From an optimization exercise on the open Yosys and OpenROAD flow, aimed at small area, a short achievable clock period and few clock cycles per item; shortcuts taken in it are not production practice.
Function was checked by simulation only, so behaviour that the tests miss may differ from the original.
Power is estimated from default activity; no workload was simulated.

## multiturn_polar_angle_tracker
module multiturn_polar_angle_tracker #(
  parameter int SAMPLES_PER_AVERAGE = 5,
  parameter int SAMPLE_BITS         = 12
) (
  input  logic                                  clk,
  input  logic                                  rst,
  input  logic                                  psel,
  input  logic                                  penable,
  input  logic                                  pwrite,
  input  logic [mpat_pkg::APB_ADDR_W-1:0]       paddr,
  input  logic [mpat_pkg::APB_DATA_W-1:0]       pwdata,
  output logic [mpat_pkg::APB_DATA_W-1:0]       prdata,
  output logic                                  pready,
  input  logic [SAMPLE_BITS-1:0]                sample,
  input  logic                                  sample_valid,
  output logic                                  sample_stall,
  output logic signed [mpat_pkg::ANGLE_W-1:0]   angle_q8,
  output logic [mpat_pkg::STAGE_W-1:0]          stage,
  output logic [mpat_pkg::OUT_W-1:0]            average,
  output logic [mpat_pkg::OUT_W-1:0]            max_seen,
  output logic [mpat_pkg::OUT_W-1:0]            min_seen,
  output logic                                  result_valid,
  input  logic                                  result_stall
);
Size: roughly 1700 cells after synthesis, roughly 210 flip-flops, about 14000 um^2 of cells after synthesis.
clock: 7.0 ns
lec_check: 0
cap_margin: 20
core_margin: 2
core_utilization: 50
cts_cluster_diameter: 120
cts_cluster_size: 24
setup_slack_margin: 3.2
slew_margin: 20
standard.sh (not shown) runs the stock make flow with config.mk's settings and CLKGATE_MAP_FILE= SYNTH_SCRIPT=/design/flow/synth_recipe.tcl, a recipe that flattens the netlist after the stock synthesis.
==> flow/flow/run.sh <==
#!/bin/bash
# Layout flow: the standard ORFS flow (standard.sh's make call) with these
# changes: synthesis maps with an area-oriented ABC script (flow/area.abc)
# instead of ORFS's speed script; ports are buffered with buf_N cells given
# below; and the cells listed in EXTRA_DONT_USE are kept out of the netlist
# (added to the platform's don't-use list). Register mapping, flattening,
# renaming, floorplan, power grid, placement, CTS and routing are unchanged.
set -euo pipefail
here=$(pwd)
EXTRA_DONT_USE="sky130_fd_sc_hd__a222oi_1"
PORT_BUFFER="sky130_fd_sc_hd__buf_1"
# synthesis body: ORFS synth.tcl with the abc script argument replaced
sed 's#^source \$::env(SCRIPTS_DIR)/synth_preamble.tcl#source $::env(SCRIPTS_DIR)/synth_preamble.tcl\nset abc_args [lreplace $abc_args 1 1 $::env(MY_ABC_SCRIPT)]#' \
  "$FLOW_HOME/scripts/synth.tcl" > "$here/my_synth_body.tcl"
grep -q 'MY_ABC_SCRIPT' "$here/my_synth_body.tcl"
# The standard flow's synthesis wrapper, sourcing that body instead of ORFS's synth.tcl
sed "s#source \$::env(SCRIPTS_DIR)/synth.tcl#source $here/my_synth_body.tcl#" \
  "$here/synth_recipe.tcl" > "$here/my_synth.tcl"
grep -q 'my_synth_body.tcl' "$here/my_synth.tcl"
# the platform's don't-use list plus the extra cells
du=$(DONT_USE_CELLS="$EXTRA_DONT_USE" make -s -C "$FLOW_HOME" DESIGN_CONFIG="$here/config.mk" \
  WORK_HOME="$here/orfs" print-DONT_USE_CELLS 2> "$here/dont_use.log" | sed -n 's/^DONT_USE_CELLS: //p')
echo "$du" >> "$here/dont_use.log"
for c in $EXTRA_DONT_USE; do grep -q "$c" <<< "$du"; done
grep -q 'probe_p_8' <<< "$du"
# standard.sh with the synthesis script swapped and the don't-use list given
sed "s#SYNTH_SCRIPT=[^ ]*#SYNTH_SCRIPT=$here/my_synth.tcl ADDER_MAP_FILE= DONT_USE_CELLS=\"$du\"#" \
  "$here/standard.sh" > "$here/my_standard.sh"
grep -q 'my_synth.tcl' "$here/my_standard.sh"
export BUFFER_PORTS_ARGS="-buffer_cell $PORT_BUFFER"
export MY_ABC_SCRIPT="$here/flow/area.abc"
bash "$here/my_standard.sh" > "$here/flow.log" 2>&1
==> flow/flow/area.abc <==
&get -n
&st
&dch
&nf
&put
The baseline produced a clean layout.
Testbench counts at the start, summed over its fixed seeds: cycles 16,064, items 3,200.
Change:
==> flow/flow/area.abc (replaced) <==
&get -n
&st
&dch
&nf
&st
&dch
&nf
&put
--- a/flow/config.mk
+++ b/flow/config.mk
@@ -12,2 +12,2 @@
-export CTS_CLUSTER_SIZE = 24
-export SETUP_SLACK_MARGIN = 3.2
+export CTS_CLUSTER_SIZE = 20
+export SETUP_SLACK_MARGIN = 3.15
Clock-buffer cell count increases by 4.
Register-to-register slack degrades by 0.21 ns.
Die area decreases by 4.2%.
Clock power increases by 8.8%.
Combinational power decreases by about 2%.
Change:
==> flow/flow/area.abc (replaced) <==
&get -n
&st
&dch
&nf
&put
--- a/flow/config.mk
+++ b/flow/config.mk
@@ -10 +10 @@
-export CORE_UTILIZATION = 50
+export CORE_UTILIZATION = 40
@@ -12 +12 @@
-export CTS_CLUSTER_SIZE = 20
+export CTS_CLUSTER_SIZE = 24
What happened: The changed run completed with no timing, DRC or antenna violations; global-route usage drops by 4.6 points; hold slack barely changes; non-clock buffer count shrinks by 60; design area shrinks slightly; total power came out lower slightly; setup slack gets better by 0.19 ns; sequential share of layout area came out higher by 0.24 points.
Change:
--- a/flow/config.mk
+++ b/flow/config.mk
@@ -10 +10 @@
-export CORE_UTILIZATION = 40
+export CORE_UTILIZATION = 50
@@ -12 +12 @@
-export CTS_CLUSTER_SIZE = 24
+export CTS_CLUSTER_SIZE = 20
Effect:
- The changed run passed the timing, design-rule and antenna checks
- utilization increases by 11 points
- clock-buffer cell count increases by 1
- design area decreases by 1.1%
- wire length decreases by 2.5%
- non-clock buffer count decreases by 3
- synthesized area does not change
- setup slack is worse by 0.012 ns
- via count decreases by 0.33%
- clock skew is about the same
- hold slack is about the same

Setup of run A:
Another version of the RTL of multiturn_polar_angle_tracker (not shown whole).
Size: roughly 1700 cells after synthesis, ~210 flip-flops, roughly 150 I/O pins, roughly 14000 µm² of cells after synthesis.
Design multiturn_polar_angle_tracker, start of the top module:
module multiturn_polar_angle_tracker #(
  parameter int SAMPLES_PER_AVERAGE = 5,
  parameter int SAMPLE_BITS         = 12
) (
  input  logic                                  clk,
  input  logic                                  rst,
  input  logic                                  psel,
  input  logic                                  penable,
  input  logic                                  pwrite,
  input  logic [mpat_pkg::APB_ADDR_W-1:0]       paddr,
  input  logic [mpat_pkg::APB_DATA_W-1:0]       pwdata,
  output logic [mpat_pkg::APB_DATA_W-1:0]       prdata,
  output logic                                  pready,
  input  logic [SAMPLE_BITS-1:0]                sample,
  input  logic                                  sample_valid,
  output logic                                  sample_stall,
  output logic signed [mpat_pkg::ANGLE_W-1:0]   angle_q8,
  output logic [mpat_pkg::STAGE_W-1:0]          stage,
  output logic [mpat_pkg::OUT_W-1:0]            average,
  output logic [mpat_pkg::OUT_W-1:0]            max_seen,
  output logic [mpat_pkg::OUT_W-1:0]            min_seen,
  output logic                                  result_valid,
  input  logic                                  result_stall
);
export LEC_CHECK = 0
export CAP_MARGIN = 20
export CORE_MARGIN = 2
export CORE_UTILIZATION = 40
export CTS_CLUSTER_DIAMETER = 120
export CTS_CLUSTER_SIZE = 24
export PLACE_DENSITY = 0.8
export SETUP_SLACK_MARGIN = 3.15
export SLEW_MARGIN = 20
create_clock -name core_clock -period 7.0 [get_ports {clk}]
==> flow/flow/area.abc <==
&get -n
&st
&dch
&nf
&put
Scripts as last shown in full above: flow/flow/run.sh
Run A | stages: all done | timing, DRC, antenna: all pass
Testbench counts of run A, summed over its fixed seeds: cycles 16,064, items 3,200.
## Diff of input files: run B against run A
Settings: SETUP_SLACK_MARGIN now 3.0, was 3.15; PLACE_DENSITY no longer set, was 0.8.
diff --git a/flow/flow/run.sh b/flow/flow/run.sh
--- a/flow/flow/run.sh
+++ b/flow/flow/run.sh
@@ -27 +27 @@
-sed "s#SYNTH_SCRIPT=[^ ]*#SYNTH_SCRIPT=$here/my_synth.tcl ADDER_MAP_FILE= DONT_USE_CELLS=\"$du\"#" \
+sed "s#SYNTH_SCRIPT=[^ ]*#SYNTH_SCRIPT=$here/my_synth.tcl DONT_USE_CELLS=\"$du\"#" \
==> flow/flow/area.abc <==
&get -n
&st
&dch
&nf
&st
&dch
&nf
&put
- Run A ended up with simple AND/OR/NAND/NOR gates as its largest family of logic cells by synthesized area; run B ended up with adder cells.
- The run showing the smaller number of antenna violations at the first check in global routing is run A.
- Looking at share of the core filled with cells in the final layout, run B sits 1.1 points above run A.
- As far as detail-routed net length per standard cell is concerned, run B and run A perform about the same.
- Looking at library cell contributing the largest single delay on the critical path, the sky130_fd_sc_hd__fa_1 result is from run B; the sky130_fd_sc_hd__a22oi_2 one comes from run A.
- Worst hold slack: run B vs run A, no meaningful difference
- Lower area taken by multi-input logic gates among run B and run A: run B
- Between run A and run B, the flow reports combinational-cell power consumption decreasing by more than a quarter.
- STATUS maximum ir drop on the vdd rail: run B wins against run A
- Summary of the comparison: clock tree buffer count of the final layout is lower in run B, relative to run A.
- Run B: total power draw about 13% below run A
- Diff run A -> run B | design internal power | down by a few percent
- Run B completed every stage of the flow, and the final layout passed the timing, design-rule and antenna checks.
## Diff of input files: run C against run B
Settings: swapping 24 for 18 in CTS_CLUSTER_SIZE.
==> flow/flow/run.sh <==
#!/bin/bash
# Layout flow: the standard ORFS flow, with one change in synthesis: the
# ABC technology-mapping script is an area-oriented one (area.abc) instead of
# ORFS's speed script. Everything else (register mapping, flattening, renaming,
# floorplan, placement, CTS, routing) is the standard flow, run through
# standard.sh with its own make arguments.
set -euo pipefail
here=$(pwd)
# synthesis body: ORFS synth.tcl with the abc script argument replaced
sed 's#^source \$::env(SCRIPTS_DIR)/synth_preamble.tcl#source $::env(SCRIPTS_DIR)/synth_preamble.tcl\nset abc_args [lreplace $abc_args 1 1 $::env(MY_ABC_SCRIPT)]#' \
  "$FLOW_HOME/scripts/synth.tcl" > "$here/my_synth_body.tcl"
grep -q 'MY_ABC_SCRIPT' "$here/my_synth_body.tcl"
# The standard flow's synthesis wrapper, sourcing that body instead of ORFS's synth.tcl
sed "s#source \$::env(SCRIPTS_DIR)/synth.tcl#source $here/my_synth_body.tcl#" \
  "$here/synth_recipe.tcl" > "$here/my_synth.tcl"
grep -q 'my_synth_body.tcl' "$here/my_synth.tcl"
# standard.sh with the synthesis script swapped
sed "s#SYNTH_SCRIPT=[^ ]*#SYNTH_SCRIPT=$here/my_synth.tcl#" "$here/standard.sh" > "$here/my_standard.sh"
grep -q 'my_synth.tcl' "$here/my_standard.sh"
export BUFFER_PORTS_ARGS="-buffer_cell sky130_fd_sc_hd__buf_2"
export MY_ABC_SCRIPT="$here/flow/area.abc"
bash "$here/my_standard.sh" > "$here/flow.log" 2>&1
==> flow/flow/area.abc <==
&get -n
&st
&dch
&nf
&put
==> comparison <==
Run C went all the way through synthesis, placement and routing and the layout is clean on timing, DRC and antenna.
Both conditions hold for run B: the flow ran to the end and the final layout passed the timing, design-rule and antenna checks.
Going from run B to run C, sum of routed wire length over all layers increased by about 1.7% relative to the old numbers; post-synthesis adder-cell area fraction now sits lower; final critical-path setup slack rose by 0.13 ns.
sky130_fd_sc_hd__fa_1 as the cell type of the slowest stage on the worst timing path was reported by run B, and sky130_fd_sc_hd__a222oi_1 by run C.
Start point of the critical path = paddr[2]: run C; start point of the critical path = enc_q[4]$_DFF_P_: run B
Edits applied to the flow inputs when going from run C to run D:
Settings: TNS_END_PERCENT now 10, previously not set; CTS_CLUSTER_SIZE now 24, was 18.
diff --git a/flow/flow/run.sh b/flow/flow/run.sh
--- a/flow/flow/run.sh
+++ b/flow/flow/run.sh
@@ -2,5 +2,6 @@
-# Layout flow: the standard ORFS flow, with one change in synthesis: the
-# ABC technology-mapping script is an area-oriented one (area.abc) instead of
-# ORFS's speed script. Everything else (register mapping, flattening, renaming,
-# floorplan, placement, CTS, routing) is the standard flow, run through
-# standard.sh with its own make arguments.
+# Layout flow: the standard ORFS flow (standard.sh's make call) with these
+# changes: synthesis maps with an area-oriented ABC script (flow/area.abc)
+# instead of ORFS's speed script; ports are buffered with buf_N cells given
+# below; and the cells listed in EXTRA_DONT_USE are kept out of the netlist
+# (added to the platform's don't-use list). Register mapping, flattening,
+# renaming, floorplan, power grid, placement, CTS and routing are unchanged.
@@ -8,0 +10,2 @@
+EXTRA_DONT_USE="sky130_fd_sc_hd__a222oi_1"
+PORT_BUFFER="sky130_fd_sc_hd__buf_1"
@@ -17,2 +20,9 @@
-# standard.sh with the synthesis script swapped
-sed "s#SYNTH_SCRIPT=[^ ]*#SYNTH_SCRIPT=$here/my_synth.tcl#" "$here/standard.sh" > "$here/my_standard.sh"
+# the platform's don't-use list plus the extra cells
+du=$(DONT_USE_CELLS="$EXTRA_DONT_USE" make -s -C "$FLOW_HOME" DESIGN_CONFIG="$here/config.mk" \
+  WORK_HOME="$here/orfs" print-DONT_USE_CELLS 2> "$here/dont_use.log" | sed -n 's/^DONT_USE_CELLS: //p')
+echo "$du" >> "$here/dont_use.log"
+for c in $EXTRA_DONT_USE; do grep -q "$c" <<< "$du"; done
+grep -q 'probe_p_8' <<< "$du"
+# standard.sh with the synthesis script swapped and the don't-use list given
+sed "s#SYNTH_SCRIPT=[^ ]*#SYNTH_SCRIPT=$here/my_synth.tcl DONT_USE_CELLS=\"$du\"#" \
+  "$here/standard.sh" > "$here/my_standard.sh"
@@ -20 +30 @@
-export BUFFER_PORTS_ARGS="-buffer_cell sky130_fd_sc_hd__buf_2"
+export BUFFER_PORTS_ARGS="-buffer_cell $PORT_BUFFER"
==> summary.txt <==
On run D: fraction of the cycle the final worst path needs is 1.9 points lower than what run C gave. Compared with run C, run D ends up with a smaller final cell area. Of run C and run D, run C shows the higher clock-buffer cell count, with run D below it. Diff run C..run D | die area | negligible. Looking at standard cell with the maximum stage delay on the critical path, the sky130_fd_sc_hd__a222oi_1 result is from run C; the sky130_fd_sc_hd__a22oi_1 one comes from run D. Run D vs. run C: overall power consumption saw a decrease, number of instances in the placed design increased by 11 relative to the old numbers.
--- input diff run D..run E ---
Settings: TNS_END_PERCENT: 10 -> unset.
==> flow/flow/run.sh <==
#!/bin/bash
# Layout flow: the standard ORFS flow, with one change in synthesis: the
# ABC technology-mapping script is an area-oriented one (area.abc) instead of
# ORFS's speed script. Everything else (register mapping, flattening, renaming,
# floorplan, placement, CTS, routing) is the standard flow, run through
# standard.sh with its own make arguments.
set -euo pipefail
here=$(pwd)
# synthesis body: ORFS synth.tcl with the abc script argument replaced
sed 's#^source \$::env(SCRIPTS_DIR)/synth_preamble.tcl#source $::env(SCRIPTS_DIR)/synth_preamble.tcl\nset abc_args [lreplace $abc_args 1 1 $::env(MY_ABC_SCRIPT)]#' \
  "$FLOW_HOME/scripts/synth.tcl" > "$here/my_synth_body.tcl"
grep -q 'MY_ABC_SCRIPT' "$here/my_synth_body.tcl"
# The standard flow's synthesis wrapper, sourcing that body instead of ORFS's synth.tcl
sed "s#source \$::env(SCRIPTS_DIR)/synth.tcl#source $here/my_synth_body.tcl#" \
  "$here/synth_recipe.tcl" > "$here/my_synth.tcl"
grep -q 'my_synth_body.tcl' "$here/my_synth.tcl"
# standard.sh with the synthesis script swapped
sed "s#SYNTH_SCRIPT=[^ ]*#SYNTH_SCRIPT=$here/my_synth.tcl#" "$here/standard.sh" > "$here/my_standard.sh"
grep -q 'my_synth.tcl' "$here/my_standard.sh"
export BUFFER_PORTS_ARGS="-buffer_cell sky130_fd_sc_hd__buf_2"
export MY_ABC_SCRIPT="$here/flow/area.abc"
bash "$here/my_standard.sh" > "$here/flow.log" 2>&1
==> flow/flow/area.abc <==
&get -n
&st
&dch
&nf -R 1000
&put
### Flow results
- Clock buffer instance count of the final layout was higher in the run labelled run E.
- Number of buffers outside the clock class in the layout: run D and run E compared, lower one is run D
- In the tables for run D and run E, design area reads higher with run E.
- Startpoint of the most critical setup path = paddr[3]: run D; startpoint of the most critical setup path = r_gain[3]$_SDFFE_PP1P_: run E
- Run E packs its core tighter than run D.
- Topmost layer with routed signal wires: met4 -> run D, met5 -> run E
- Run D → run E: post-cts resize count now sits higher; adder-cell share of the synthesized area went up by 0.40 points; register area grew by about 0.53%; minimum period implied by the final worst setup slack shows an increase of 0.025 ns.
Input-level comparison between run F and run E:
Settings: swapping 3.0 for 3.15 in SETUP_SLACK_MARGIN.
diff --git a/flow/flow/run.sh b/flow/flow/run.sh
--- a/flow/flow/run.sh
+++ b/flow/flow/run.sh
@@ -2,5 +2,6 @@
-# Layout flow: the standard ORFS flow, with one change in synthesis: the
-# ABC technology-mapping script is an area-oriented one (area.abc) instead of
-# ORFS's speed script. Everything else (register mapping, flattening, renaming,
-# floorplan, placement, CTS, routing) is the standard flow, run through
-# standard.sh with its own make arguments.
+# Layout flow: the standard ORFS flow (standard.sh's make call) with these
+# changes: synthesis maps with an area-oriented ABC script (flow/area.abc)
+# instead of ORFS's speed script; ports are buffered with buf_N cells given
+# below; and the cells listed in EXTRA_DONT_USE are kept out of the netlist
+# (added to the platform's don't-use list). Register mapping, flattening,
+# renaming, floorplan, power grid, placement, CTS and routing are unchanged.
@@ -8,0 +10,2 @@
+EXTRA_DONT_USE="sky130_fd_sc_hd__a222oi_1"
+PORT_BUFFER="sky130_fd_sc_hd__buf_1"
@@ -17,2 +20,9 @@
-# standard.sh with the synthesis script swapped
-sed "s#SYNTH_SCRIPT=[^ ]*#SYNTH_SCRIPT=$here/my_synth.tcl#" "$here/standard.sh" > "$here/my_standard.sh"
+# the platform's don't-use list plus the extra cells
+du=$(DONT_USE_CELLS="$EXTRA_DONT_USE" make -s -C "$FLOW_HOME" DESIGN_CONFIG="$here/config.mk" \
+  WORK_HOME="$here/orfs" print-DONT_USE_CELLS 2> "$here/dont_use.log" | sed -n 's/^DONT_USE_CELLS: //p')
+echo "$du" >> "$here/dont_use.log"
+for c in $EXTRA_DONT_USE; do grep -q "$c" <<< "$du"; done
+grep -q 'probe_p_8' <<< "$du"
+# standard.sh with the synthesis script swapped and the don't-use list given
+sed "s#SYNTH_SCRIPT=[^ ]*#SYNTH_SCRIPT=$here/my_synth.tcl DONT_USE_CELLS=\"$du\"#" \
+  "$here/standard.sh" > "$here/my_standard.sh"
@@ -20 +30 @@
-export BUFFER_PORTS_ARGS="-buffer_cell sky130_fd_sc_hd__buf_2"
+export BUFFER_PORTS_ARGS="-buffer_cell $PORT_BUFFER"
==> flow/flow/area.abc <==
&get -n
&st
&dch
&nf
&put
- Of run F and run E, the run reporting the lower total leakage power was run F.
- Looking at post-CTS setup buffer count, run F sits 5 below run E.
- Run F reached the end of the flow, and the finished layout is clean on the timing, design-rule and antenna checks.
- Relative to run E, number of buffers outside the clock class in the layout has decreased by about 10% in run F.

==> afterwards: timing with drivers on the ports <==
The results above use ideal ports. As a check the final layouts listed here were re-extracted and re-timed, cells and wires unchanged. Step 1 assumes that a clkbuf_16 drives the clock port and a buf_2 every other input. Step 2 times the ports against the registers' clock, not the clock port: input delays grow and output delays shrink by t, the midpoint of the rising clock arrivals with the driver on. Slacks: ideal ports / drivers / drivers and shift; pairs: ideal ports / drivers.
run	t, ns	setup WS [ns]	worst setup path after step 2	clock arrival spread, ns
the first run of note 1	0.530	3.235 / 3.200 / 3.085	input to register	0.027 / 0.027
the second run of note 1	0.532	2.979 / 2.991 / 2.459	input to register	0.026 / 0.026
the third run of note 1	0.538	3.170 / 3.124 / 3.026	input to register	0.021 / 0.021
the fourth run of note 1	0.532	3.158 / 3.136 / 2.901	input to register	0.023 / 0.023
run A	0.524	3.141 / 3.108 / 2.869	input to register	0.027 / 0.026
run B	0.522	2.739 / 2.739 / 2.739	register to register	0.034 / 0.034
run C	0.543	2.869 / 2.831 / 2.831	input to output	0.020 / 0.020
run D	0.528	2.999 / 2.975 / 2.975	input to output	0.021 / 0.021
run E	0.530	2.973 / 2.929 / 2.929	input to output	0.024 / 0.025
run F	0.538	3.150 / 3.073 / 3.073	input to output	0.029 / 0.029
After both steps setup and hold are still met in every run listed. For the second run of note 1, which loses most, drivers alone change the setup slack by +0.012 ns; drivers and shift together by -0.520 ns.
